This is an optimization exercise on Yosys and OpenROAD, whose aim is small area and a short achievable clock period, not a production implementation. The RTL was checked by simulation tests, not by an equivalence proof against the original design. Power and IR drop assume default switching activity.

==> flow/config.mk <==
export PLATFORM = sky130hd
export DESIGN_NAME = noc_ring_ni
export DESIGN_NICKNAME = noc_ring_ni
export VERILOG_FILES = /design/flow/design.v
export SDC_FILE = /design/flow/constraint.sdc
export NUM_CORES = 4
export LEC_CHECK = 0
export CAP_MARGIN = 20
export CORE_MARGIN = 2
export CORE_UTILIZATION = 40
export SLEW_MARGIN = 20
==> flow/run.sh <==
#!/bin/bash
# synth_recipe.tcl (not shown) runs the flow's synth.tcl, then flattens the netlist and writes it again
# the make line also repeats each setting of config.mk as NAME=value (left out here)
make -C /OpenROAD-flow-scripts/flow DESIGN_CONFIG=/design/flow/config.mk WORK_HOME=/design/flow/orfs CLKGATE_MAP_FILE= SYNTH_SCRIPT=/design/flow/synth_recipe.tcl finish
==> flow/constraint.sdc <==
create_clock -name core_clock -period 7.0 [get_ports {clk}]
set_input_delay 1.4000 -clock core_clock [delete_from_list [all_inputs] [get_ports {clk}]]
set_output_delay 1.4000 -clock core_clock [all_outputs]
set_load 0.01 [all_outputs]
==> flow/design.v <==
`default_nettype none
package noc_ni_pkg;
   typedef enum logic [1:0]
   {
      flit_idle = 2'b00,    
      flit_head = 2'b01,
      flit_body = 2'b10,
      flit_tail = 2'b11
   } flit_type_t;
   typedef enum logic [1:0]
   {
      dest_pass_req  = 2'b00,
      dest_pass_rep  = 2'b01,
      dest_local_req = 2'b10,
      dest_local_rep = 2'b11
   } dest_fifo_t;
   typedef struct packed
   {
      logic [3:0] dest_node;    
      logic [1:0] spare;
      logic [4:0] cmd;          
      logic [4:0] misc;
   } head_flit_t;
   typedef union packed
   {
      head_flit_t  head;
      logic [15:0] body;
   } flit_u;
   typedef struct packed
   {
      flit_type_t ctrl;    
      flit_u      flit;
   } ni_entry_t;
   typedef logic [4:0] cmd_t;
   localparam cmd_t wbrep         = 5'b10000;
   localparam cmd_t c2hinvrep     = 5'b10001;
   localparam cmd_t flushrep      = 5'b10010;
   localparam cmd_t atflurep      = 5'b10011;
   localparam cmd_t shrep         = 5'b11000;
   localparam cmd_t exrep         = 5'b11001;
   localparam cmd_t sh_exrep      = 5'b11010;
   localparam cmd_t scflurep      = 5'b11100;
   localparam cmd_t instrep       = 5'b10100;
   localparam cmd_t c2cinvrep     = 5'b11011;
   localparam cmd_t nackrep       = 5'b10101;
   localparam cmd_t flushfail_rep = 5'b10110;
   localparam cmd_t wbfail_rep    = 5'b10111;
   function automatic logic [3:0] rep_msg_flits(input cmd_t cmd);
      case (cmd)
         atflurep, wbrep:
            rep_msg_flits = 4'd11;    
         exrep, shrep, instrep, sh_exrep:
            rep_msg_flits = 4'd9;
         nackrep, flushrep, c2hinvrep, flushfail_rep, wbfail_rep:
            rep_msg_flits = 4'd3;
         default:
            rep_msg_flits = 4'd1;     
      endcase
   endfunction
endpackage
`default_nettype wire
`default_nettype none
module flit_fifo
#(
   parameter int fifo_depth = 16
)
(
   input  wire                         clk,
   input  wire                         reset,
   input  wire                         wr_en,
   input  noc_ni_pkg::ni_entry_t                   wr_data,
   input  wire                         rd_en,
   output noc_ni_pkg::ni_entry_t                   rd_data,
   output logic                        empty,
   output logic                        full,
   output logic [$clog2(fifo_depth):0] used_slots
);
   localparam int ptr_w = $clog2(fifo_depth);
   logic [17:0]          mem [fifo_depth];
   logic [ptr_w-1:0]   wr_ptr;
   logic [ptr_w-1:0]   rd_ptr;
   logic [ptr_w:0]     count;    
   always_ff @(posedge clk)
   begin
      if (reset)
      begin
         wr_ptr <= '0;
         rd_ptr <= '0;
         count  <= '0;
      end
      else
      begin
         if (wr_en)
            wr_ptr <= (wr_ptr == ptr_w'(fifo_depth - 1)) ? '0 : wr_ptr + 1'b1;
         if (rd_en)
            rd_ptr <= (rd_ptr == ptr_w'(fifo_depth - 1)) ? '0 : rd_ptr + 1'b1;
         count <= count + wr_en - rd_en;    
      end
   end
   always_ff @(posedge clk)
   begin
      if (wr_en)
         mem[wr_ptr] <= wr_data;
   end
   assign rd_data    = mem[rd_ptr];    
   assign empty      = (count == '0);
   assign full       = (count == (ptr_w + 1)'(fifo_depth));
   assign used_slots = count;
endmodule
`default_nettype wire
`default_nettype none
module ring_receive
#(
   parameter int fifo_depth = 16
)
(
   input  wire                         clk,
   input  wire                         reset,
   input  noc_ni_pkg::flit_type_t                  ctrl_in,
   input  noc_ni_pkg::flit_u                       flit_in,
   input  noc_ni_pkg::dest_fifo_t                  dest_fifo_in,
   input  wire                         en_in_req_deq,
   input  wire                         en_in_rep_deq,
   input  wire                         pass_req_pop,
   input  wire                         pass_rep_pop,
   output noc_ni_pkg::ni_entry_t                   pass_req_head,
   output noc_ni_pkg::ni_entry_t                   pass_rep_head,
   output logic                        pass_req_empty,
   output logic                        pass_rep_empty,
   output noc_ni_pkg::ni_entry_t                   deq_req_data,
   output noc_ni_pkg::ni_entry_t                   deq_rep_data,
   output logic                        req_rdy,
   output logic                        rep_rdy,
   output logic                        en_pass_req,
   output logic                        en_pass_rep,
   output logic                        en_local_req,
   output logic                        en_local_rep,
   output logic [$clog2(fifo_depth):0] used_slots_pass_rep
);
   noc_ni_pkg::ni_entry_t                   in_entry;
   logic [17:0]                   head_q [4];    
   logic [3:0]                  wr_en;
   logic [3:0]                  rd_en;
   logic [3:0]                  empty_q;
   logic [3:0]                  full_q;
   logic [$clog2(fifo_depth):0] used_q [4];
   assign in_entry.ctrl = ctrl_in;
   assign in_entry.flit = flit_in;
   assign rd_en = {en_in_rep_deq, en_in_req_deq, pass_rep_pop, pass_req_pop};
   for (genvar i = 0; i < 4; i++)
   begin : g_rx
      assign wr_en[i] = (ctrl_in != noc_ni_pkg::flit_idle) && (dest_fifo_in == 2'(i));
      flit_fifo #(.fifo_depth(fifo_depth)) u_fifo
      (
         .clk        (clk),
         .reset      (reset),
         .wr_en      (wr_en[i]),
         .wr_data    (in_entry),
         .rd_en      (rd_en[i]),
         .rd_data    (head_q[i]),
         .empty      (empty_q[i]),
         .full       (full_q[i]),
         .used_slots (used_q[i])
      );
   end
   assign pass_req_head  = head_q[noc_ni_pkg::dest_pass_req];
   assign pass_rep_head  = head_q[noc_ni_pkg::dest_pass_rep];
   assign pass_req_empty = empty_q[noc_ni_pkg::dest_pass_req];
   assign pass_rep_empty = empty_q[noc_ni_pkg::dest_pass_rep];
   assign deq_req_data   = head_q[noc_ni_pkg::dest_local_req];    
   assign deq_rep_data   = head_q[noc_ni_pkg::dest_local_rep];
   assign req_rdy        = !empty_q[noc_ni_pkg::dest_local_req];
   assign rep_rdy        = !empty_q[noc_ni_pkg::dest_local_rep];
   assign en_pass_req  = !full_q[noc_ni_pkg::dest_pass_req];
   assign en_pass_rep  = !full_q[noc_ni_pkg::dest_pass_rep];
   assign en_local_req = !full_q[noc_ni_pkg::dest_local_req];
   assign en_local_rep = !full_q[noc_ni_pkg::dest_local_rep];
   assign used_slots_pass_rep = used_q[noc_ni_pkg::dest_pass_rep];    
endmodule
`default_nettype wire
`default_nettype none
module ring_transmit_arbiter
#(
   parameter int         fifo_depth = 16,
   parameter logic [3:0] node_id    = 4'd3,
   parameter int         ring_nodes = 8
)
(
   input  wire                         clk,
   input  wire                         reset,
   input  noc_ni_pkg::ni_entry_t                   pass_req_head,
   input  noc_ni_pkg::ni_entry_t                   pass_rep_head,
   input  noc_ni_pkg::ni_entry_t                   inj_req_head,
   input  noc_ni_pkg::ni_entry_t                   inj_rep_head,
   input  wire                         pass_req_empty,
   input  wire                         pass_rep_empty,
   input  wire                         inj_req_empty,
   input  wire                         inj_rep_empty,
   input  wire                         en_local_req_in,
   input  wire                         en_local_rep_in,
   input  wire                         en_pass_req_in,
   input  wire                         en_pass_rep_in,
   input  wire [$clog2(fifo_depth):0]  used_slots_pass_rep_in,
   output logic                        pass_req_pop,
   output logic                        pass_rep_pop,
   output logic                        inj_req_pop,
   output logic                        inj_rep_pop,
   output noc_ni_pkg::flit_type_t                  ctrl_out,
   output noc_ni_pkg::flit_u                       flit_out,
   output noc_ni_pkg::dest_fifo_t                  dest_fifo_out
);
   localparam int         cnt_w     = $clog2(fifo_depth) + 1;
   localparam logic [3:0] next_node = 4'((node_id + 1) % ring_nodes);
   localparam logic [1:0] src_pass_rep = 2'd0;
   localparam logic [1:0] src_inj_rep  = 2'd1;
   localparam logic [1:0] src_pass_req = 2'd2;
   localparam logic [1:0] src_inj_req  = 2'd3;
   typedef struct packed
   {
      logic       active;    
      logic [1:0] src;
      noc_ni_pkg::dest_fifo_t dest;
   } lock_t;
   lock_t            lock_q;
   logic [17:0]        src_head [4];
   logic [3:0]       src_empty;
   logic [1:0]       sel_src;
   noc_ni_pkg::ni_entry_t        sel_head;
   logic             is_rep;
   logic             is_head;
   noc_ni_pkg::dest_fifo_t       dest;
   logic             dest_en;
   logic [3:0]       msg_len;
   logic [cnt_w-1:0] free_slots;
   logic             credit_ok;
   logic             pop;
   logic [3:0]       pop_vec;
   assign src_head[src_pass_rep] = pass_rep_head;
   assign src_head[src_inj_rep]  = inj_rep_head;
   assign src_head[src_pass_req] = pass_req_head;
   assign src_head[src_inj_req]  = inj_req_head;
   assign src_empty = {inj_req_empty, pass_req_empty, inj_rep_empty, pass_rep_empty};
   always_comb
   begin
      sel_src = lock_q.src;    
      if (!lock_q.active)
      begin
         if (!src_empty[src_pass_rep])
            sel_src = src_pass_rep;
         else if (!src_empty[src_inj_rep])
            sel_src = src_inj_rep;
         else if (!src_empty[src_pass_req])
            sel_src = src_pass_req;
         else
            sel_src = src_inj_req;
      end
   end
   assign sel_head = src_head[sel_src];
   assign is_rep   = !sel_src[1];
   assign is_head  = (sel_head.ctrl == noc_ni_pkg::flit_head);
   assign msg_len  = noc_ni_pkg::rep_msg_flits(sel_head.flit.head.cmd);
   always_comb
   begin
      if (lock_q.active)
         dest = lock_q.dest;
      else if (sel_head.flit.head.dest_node == next_node)    
         dest = is_rep ? noc_ni_pkg::dest_local_rep : noc_ni_pkg::dest_local_req;
      else
         dest = is_rep ? noc_ni_pkg::dest_pass_rep : noc_ni_pkg::dest_pass_req;
   end
   always_comb
   begin
      case (dest)
         noc_ni_pkg::dest_pass_req  : dest_en = en_pass_req_in;
         noc_ni_pkg::dest_pass_rep  : dest_en = en_pass_rep_in;
         noc_ni_pkg::dest_local_req : dest_en = en_local_req_in;
         default        : dest_en = en_local_rep_in;
      endcase
   end
   assign free_slots = cnt_w'(fifo_depth) - used_slots_pass_rep_in;
   assign credit_ok  = !(sel_src == src_inj_rep && is_head && dest == noc_ni_pkg::dest_pass_rep)
                       || (free_slots >= cnt_w'(msg_len));
   assign pop     = !src_empty[sel_src] && dest_en && credit_ok;
   assign pop_vec = pop ? (4'b0001 << sel_src) : 4'b0000;
   assign pass_rep_pop = pop_vec[src_pass_rep];
   assign inj_rep_pop  = pop_vec[src_inj_rep];
   assign pass_req_pop = pop_vec[src_pass_req];
   assign inj_req_pop  = pop_vec[src_inj_req];
   always_ff @(posedge clk)
   begin
      if (reset)
         lock_q <= {1'b0, src_pass_rep, noc_ni_pkg::dest_pass_req};
      else if (pop)
      begin
         if (is_head && !(is_rep && msg_len == 4'd1))    
            lock_q <= {1'b1, sel_src, dest};
         else if (sel_head.ctrl == noc_ni_pkg::flit_tail)
            lock_q.active <= 1'b0;    
      end
   end
   always_ff @(posedge clk)
   begin
      if (reset)
         ctrl_out <= noc_ni_pkg::flit_idle;
      else
         ctrl_out <= pop ? sel_head.ctrl : noc_ni_pkg::flit_idle;    
   end
   always_ff @(posedge clk)
   begin
      flit_out      <= sel_head.flit;
      dest_fifo_out <= dest;
   end
endmodule
`default_nettype wire
`default_nettype none
module network_interface
#(
   parameter int         fifo_depth = 16,
   parameter logic [3:0] node_id    = 4'd3,
   parameter int         ring_nodes = 8
)
(
   input  wire                         clk,
   input  wire                         reset,
   input  noc_ni_pkg::flit_type_t                  ctrl_in,
   input  noc_ni_pkg::flit_u                       flit_in,
   input  noc_ni_pkg::dest_fifo_t                  dest_fifo_in,
   output logic                        en_pass_req,
   output logic                        en_pass_rep,
   output logic                        en_local_req,
   output logic                        en_local_rep,
   output logic [$clog2(fifo_depth):0] used_slots_pass_rep,
   input  noc_ni_pkg::ni_entry_t                   enq_req_data,
   input  noc_ni_pkg::ni_entry_t                   enq_rep_data,
   input  wire                         en_out_req_enq,
   input  wire                         en_out_rep_enq,
   output logic                        out_req_rdy,
   output logic                        out_rep_rdy,
   output noc_ni_pkg::ni_entry_t                   deq_req_data,
   output noc_ni_pkg::ni_entry_t                   deq_rep_data,
   output logic                        req_rdy,
   output logic                        rep_rdy,
   input  wire                         en_in_req_deq,
   input  wire                         en_in_rep_deq,
   input  wire                         en_local_req_in,
   input  wire                         en_local_rep_in,
   input  wire                         en_pass_req_in,
   input  wire                         en_pass_rep_in,
   input  wire [$clog2(fifo_depth):0]  used_slots_pass_rep_in,
   output noc_ni_pkg::flit_type_t                  ctrl_out,
   output noc_ni_pkg::flit_u                       flit_out,
   output noc_ni_pkg::dest_fifo_t                  dest_fifo_out
);
   noc_ni_pkg::ni_entry_t pass_req_head, pass_rep_head;    
   noc_ni_pkg::ni_entry_t inj_req_head, inj_rep_head;
   logic      pass_req_empty, pass_rep_empty;
   logic      inj_req_empty, inj_rep_empty;
   logic      inj_req_full, inj_rep_full;
   logic      pass_req_pop, pass_rep_pop;
   logic      inj_req_pop, inj_rep_pop;
   assign out_req_rdy = !inj_req_full;
   assign out_rep_rdy = !inj_rep_full;
   ring_receive #(.fifo_depth(fifo_depth)) u_receive
   (
      .clk                 (clk),
      .reset               (reset),
      .ctrl_in             (ctrl_in),
      .flit_in             (flit_in),
      .dest_fifo_in        (dest_fifo_in),
      .en_in_req_deq       (en_in_req_deq),
      .en_in_rep_deq       (en_in_rep_deq),
      .pass_req_pop        (pass_req_pop),
      .pass_rep_pop        (pass_rep_pop),
      .pass_req_head       (pass_req_head),
      .pass_rep_head       (pass_rep_head),
      .pass_req_empty      (pass_req_empty),
      .pass_rep_empty      (pass_rep_empty),
      .deq_req_data        (deq_req_data),
      .deq_rep_data        (deq_rep_data),
      .req_rdy             (req_rdy),
      .rep_rdy             (rep_rdy),
      .en_pass_req         (en_pass_req),
      .en_pass_rep         (en_pass_rep),
      .en_local_req        (en_local_req),
      .en_local_rep        (en_local_rep),
      .used_slots_pass_rep (used_slots_pass_rep)
   );
   flit_fifo #(.fifo_depth(fifo_depth)) u_inj_req
   (
      .clk        (clk),
      .reset      (reset),
      .wr_en      (en_out_req_enq),
      .wr_data    (enq_req_data),
      .rd_en      (inj_req_pop),
      .rd_data    (inj_req_head),
      .empty      (inj_req_empty),
      .full       (inj_req_full),
      .used_slots ()
   );
   flit_fifo #(.fifo_depth(fifo_depth)) u_inj_rep
   (
      .clk        (clk),
      .reset      (reset),
      .wr_en      (en_out_rep_enq),
      .wr_data    (enq_rep_data),
      .rd_en      (inj_rep_pop),
      .rd_data    (inj_rep_head),
      .empty      (inj_rep_empty),
      .full       (inj_rep_full),
      .used_slots ()
   );
   ring_transmit_arbiter #(
      .fifo_depth (fifo_depth),
      .node_id    (node_id),
      .ring_nodes (ring_nodes)
   ) u_transmit
   (
      .clk                    (clk),
      .reset                  (reset),
      .pass_req_head          (pass_req_head),
      .pass_rep_head          (pass_rep_head),
      .inj_req_head           (inj_req_head),
      .inj_rep_head           (inj_rep_head),
      .pass_req_empty         (pass_req_empty),
      .pass_rep_empty         (pass_rep_empty),
      .inj_req_empty          (inj_req_empty),
      .inj_rep_empty          (inj_rep_empty),
      .en_local_req_in        (en_local_req_in),
      .en_local_rep_in        (en_local_rep_in),
      .en_pass_req_in         (en_pass_req_in),
      .en_pass_rep_in         (en_pass_rep_in),
      .used_slots_pass_rep_in (used_slots_pass_rep_in),
      .pass_req_pop           (pass_req_pop),
      .pass_rep_pop           (pass_rep_pop),
      .inj_req_pop            (inj_req_pop),
      .inj_rep_pop            (inj_rep_pop),
      .ctrl_out               (ctrl_out),
      .flit_out               (flit_out),
      .dest_fifo_out          (dest_fifo_out)
   );
endmodule
`default_nettype wire
`default_nettype none
module noc_ring_ni
(
   input  wire        clk,
   input  wire        reset,
   input  wire [1:0]  ctrl_in,
   input  wire [15:0] flit_in,
   input  wire [1:0]  dest_fifo_in,
   output wire        en_pass_req,
   output wire        en_pass_rep,
   output wire        en_local_req,
   output wire        en_local_rep,
   output wire [4:0]  used_slots_pass_rep,
   input  wire [17:0] enq_req_data,
   input  wire [17:0] enq_rep_data,
   input  wire        en_out_req_enq,
   input  wire        en_out_rep_enq,
   output wire        out_req_rdy,
   output wire        out_rep_rdy,
   output wire [17:0] deq_req_data,
   output wire [17:0] deq_rep_data,
   output wire        req_rdy,
   output wire        rep_rdy,
   input  wire        en_in_req_deq,
   input  wire        en_in_rep_deq,
   input  wire        en_local_req_in,
   input  wire        en_local_rep_in,
   input  wire        en_pass_req_in,
   input  wire        en_pass_rep_in,
   input  wire [4:0]  used_slots_pass_rep_in,
   output wire [1:0]  ctrl_out,
   output wire [15:0] flit_out,
   output wire [1:0]  dest_fifo_out
);
   network_interface #(
      .fifo_depth (16),
      .node_id    (4'd3),
      .ring_nodes (8)
   ) u_ni
   (
      .clk                    (clk),
      .reset                  (reset),
      .ctrl_in                (ctrl_in),
      .flit_in                (flit_in),
      .dest_fifo_in           (dest_fifo_in),
      .en_pass_req            (en_pass_req),
      .en_pass_rep            (en_pass_rep),
      .en_local_req           (en_local_req),
      .en_local_rep           (en_local_rep),
      .used_slots_pass_rep    (used_slots_pass_rep),
      .enq_req_data           (enq_req_data),
      .enq_rep_data           (enq_rep_data),
      .en_out_req_enq         (en_out_req_enq),
      .en_out_rep_enq         (en_out_rep_enq),
      .out_req_rdy            (out_req_rdy),
      .out_rep_rdy            (out_rep_rdy),
      .deq_req_data           (deq_req_data),
      .deq_rep_data           (deq_rep_data),
      .req_rdy                (req_rdy),
      .rep_rdy                (rep_rdy),
      .en_in_req_deq          (en_in_req_deq),
      .en_in_rep_deq          (en_in_rep_deq),
      .en_local_req_in        (en_local_req_in),
      .en_local_rep_in        (en_local_rep_in),
      .en_pass_req_in         (en_pass_req_in),
      .en_pass_rep_in         (en_pass_rep_in),
      .used_slots_pass_rep_in (used_slots_pass_rep_in),
      .ctrl_out               (ctrl_out),
      .flit_out               (flit_out),
      .dest_fifo_out          (dest_fifo_out)
   );
endmodule
`default_nettype wire
==> results.py <==
metrics = {
    "power_and_ir_drop": {
        "power.leakage_nw": 26.0,
        "power_mw": 26.5,
        "power_density_nw_per_um2": 319,
        "irDropWorstVdd_mv": 0.243,
    },
    "placed_design": {
        "dp_hpwl_microns": 99600,
        "io_buffers": 139,
        "dpl_cell_area_sq_um": 77000,
        "gp_congestion": 0.828,
        "pre_cts_ws_ps": 373,
        "dp_cells": 5812,
    },
    "die": {
        "fp.dieH_microns": 428,
        "fp.dieW_microns": 428,
        "core.rowCount": 155,
        "coreArea_sq_um": 179000,
        "start_util": 0.403,
        "io_pins": 140,
        "die-area_sq_um": 183000,
    },
    "setup_path": {
        "crit_type": "reg -> reg",
        "slowest_stage": "dfxtp_4",
        "path_delay_family": "compound AO/OA/AOI/OAI gates",
        "critPathCaptureType": "register",
        "cp_slowest_stage_delay_ps": 700,
        "crit_fanout": 33,
        "critPathBufInv": 3,
        "startpoint_type": "register",
        "crit_required_ps": 7730,
        "arrival_ps": 7270,
    },
    "finish": {
        "drive_above_1_share": 0.279,
        "n_fill_cell": 14677,
        "syn_to_final_growth_pct": 15.6,
        "instances_no_fill": 6169,
        "final_core_util": 0.466,
        "layout_commonest_cell": "edfxtp_1",
        "final_net_count": 3797,
        "post-route-cell-area_sq_um": 83200,
        "layout_common_cells": "edfxtp_1, mux4_2, clkbuf_16",
    },
    "route": {
        "drc_errors": 0,
        "drt_first_pass_iters": 5,
        "first_iter_violations": 3456,
        "via_count": 33634,
        "routed_wl_microns": 168000,
        "vias_per_cell": 5.45,
        "drtAntennaViolNets": 0,
        "wl_per_cell_microns": 27.3,
    },
    "logic_synthesis": {
        "synth_enable_flop_cells": 1728,
        "syn_area_per_cell_sq_um": 21.7,
        "synth.area.top_cells": "edfxtp_1, mux4_2, dfxtp_1",
        "ys_types": 71,
        "ys_warn_count": 6,
        "yosysTopAreaCellShare": 0.721,
        "yosysSeqAreaShare": 0.756,
        "synth_area_leader_cell": "edfxtp_1",
        "syn_inst": 3320,
        "async_reset_ff_frac": 0,
        "syn_nets": 3468,
        "ys.flop_type": "edfxtp_1",
        "synth_seq_cells": 1855,
        "syn-cell-area_sq_um": 72000,
    },
    "clock_network": {
        "cts-root-buf": "clkbuf_16",
        "worstSkewPairLatency_ps": 830,
        "clk_pin_slew_ps": 60,
        "cts_inserted_buffers": 187,
        "cts_sinks": 1855,
        "max-clock-path-buffers": 3,
        "cts_tree": "done",
        "postCtsHoldBufs": 0,
        "h-tree-depth": 4,
    },
    "sta": {
        "tightestPinTransition_ps": 1070,
        "clock_skew_ps": 45.4,
        "hold_slack_ps": 463,
        "finalCritPeriodShare": 0.933,
        "min_period_ps": 6530,
        "drv_slew": 0,
        "fin_setup_tns_ps": 0,
        "fmax_mhz": 153,
        "final-setup-viol-count": 0,
        "rsz0062_at_grt": "no",
        "hold_violations": 0,
        "timing.slew.headroom": 0.284,
        "setup_slack_ps": 468,
    },
    "min_path": {
        "hold_path_class": "reg -> reg",
    },
    "job": {
        "maxCapViolCount": 0,
    },
    "grt": {
        "grt_usage": 0.182,
        "grt_pass1_wl_microns": 244000,
        "grt_max_degree": 77,
        "overflow": 0,
        "grt_pass1_vias": 34412,
        "antenna_found_initial": 14,
    },
    "status": {
        "status": "complete, no violations",
    },
}
==> worst reg2reg max path: cells and delay by family (launching register included) <==
kind	cells	cell delay, ps
fa+ha+maj	5	1450
mux	3	1280
buf+inv	3	210
flops	1	700
compound gates	11	2050
simple gates	5	760
==> routing by layer <==
layer | share of wire | track usage | vias to the layer above
met5 | 0.00032 | 0 | -
met2 | 0.51 | 0.308 | 950
li1 | - | - | 14448
met1 | 0.42 | 0.245 | 18027
met4 | 0.022 | 0.0489 | 10
met3 | 0.054 | 0.0313 | 199
==> sequential cells by signal (all words and copies together) (netlist names), named ones only <==
signal                             cells
u_ni.u_receive.g_rx.u_fifo.mem      1152
u_ni.u_inj_rep.mem                   288
u_ni.u_inj_req.mem                   288
u_ni.u_receive.g_rx.u_fifo.count      20
u_ni.u_receive.g_rx.u_fifo.rd_ptr     16
u_ni.u_receive.g_rx.u_fifo.wr_ptr     16
u_ni.u_transmit.flit_out              16
u_ni.u_inj_rep.count                   5
u_ni.u_inj_req.count                   5
u_ni.u_transmit.lock_q                 5
u_ni.u_inj_rep.rd_ptr                  4
u_ni.u_inj_rep.wr_ptr                  4
u_ni.u_inj_req.rd_ptr                  4
u_ni.u_inj_req.wr_ptr                  4
u_ni.u_transmit.ctrl_out               2
u_ni.u_transmit.dest_fifo_out          2
==> kinds of logic (layout without fill, tap and decap cells) <==
logic type               after synthesis  count (layout)  synth area share
flip-flops                          1855            1855             0.756
multiplexers                         572             572             0.169
AND/OR/NAND/NOR                      371             371            0.0255
buffers and inverters                233             723            0.0133
AO/OA/AOI/OAI                        175             175            0.0179
adder cells (fa/ha/maj)               77              77            0.0140
XOR/XNOR                              37              37           0.00450
other                                  0               4                 0
==> power breakdown <==
| part | internal, mW | switching, mW | total (mW) |
|---|---|---|---|
| Clock | 5.59 | 4.28 | 9.87 |
| Sequential | 12.4 | 0.310 | 12.7 |
| Combinational | 1.84 | 2.13 | 3.97 |
| Total | 19.8 | 6.72 | 26.5 |
==> final timing paths <==
| kind | from | end | slack, ps | cells after the start |
|---|---|---|---|---|
| worst max-delay path | register | u_ni.u_inj_req.count[4]$_SDFF_PP0_ | 470 | 27 |
| worst min-delay path | u_ni.u_transmit.lock_q[0]$_SDFFE_PP0P_ | u_ni.u_transmit.lock_q[0]$_SDFFE_PP0P_ | 460 | 2 |
| worst max register to register | register | u_ni.u_inj_req.count[4]$_SDFF_PP0_ | 470 | 27 |
| worst min register to register | u_ni.u_transmit.lock_q[0]$_SDFFE_PP0P_ | u_ni.u_transmit.lock_q[0]$_SDFFE_PP0P_ | 460 | 2 |
==> timing repair <==
action | CTS | global route
gates resized for setup | 0 | 3
buffers inserted | 0 | 2
setup endpoints to repair | 0 | 3
==> cells in the mapped netlist, types with 39 or more instances <==
cell type / instances
edfxtp_1: 1728
mux4_2: 513
dfxtp_1: 127
nor2_1: 105
nand2_1: 88
clkbuf_1: 76
inv_1: 75
ha_1: 71
and2_1: 51
a21oi_1: 43
mux2i_1: 41
buf_1: 39
==> final cells by class <==
type / count / area, sq um / area share
flip-flops and latches: 1855 / 54500 / 0.655
multi-input cells: 1232 / 16800 / 0.202
clock buffers: 234 / 4970 / 0.0597
well taps: 2355 / 2950 / 0.0354
repair buffers: 295 / 2550 / 0.0307
clock inverters: 116 / 1120 / 0.0134
inverters: 78 / 293 / 0.00352
diodes: 4 / 10.0 / 0.000120

afterwards: timing with drivers on the ports:
Ports are ideal in the flow. The routed layout listed here was re-timed in OpenROAD.
Step 1 sets driving cells, clkbuf_16 on the clock port and buf_2 on the other inputs (assumed; they add their load-dependent delay and slew).
Step 2, shift: input delay + t, output delay - t, t = (earliest + latest rising clock arrival at the registers) / 2. This alone moves slack from input paths to output paths.
Slacks: ideal / step 1 / step 2; pairs: ideal / step 1.
t (ns): 0.891
setup slack, ns: 0.468 / 0.468 / 0.468
clock arrival spread, ns: 0.050 / 0.051
pins driven straight from the clock port: 1
After both steps setup and hold are still met in this run. The setup slack of this run moves by 0.000 ns with the drivers and by 0.000 ns with both steps.
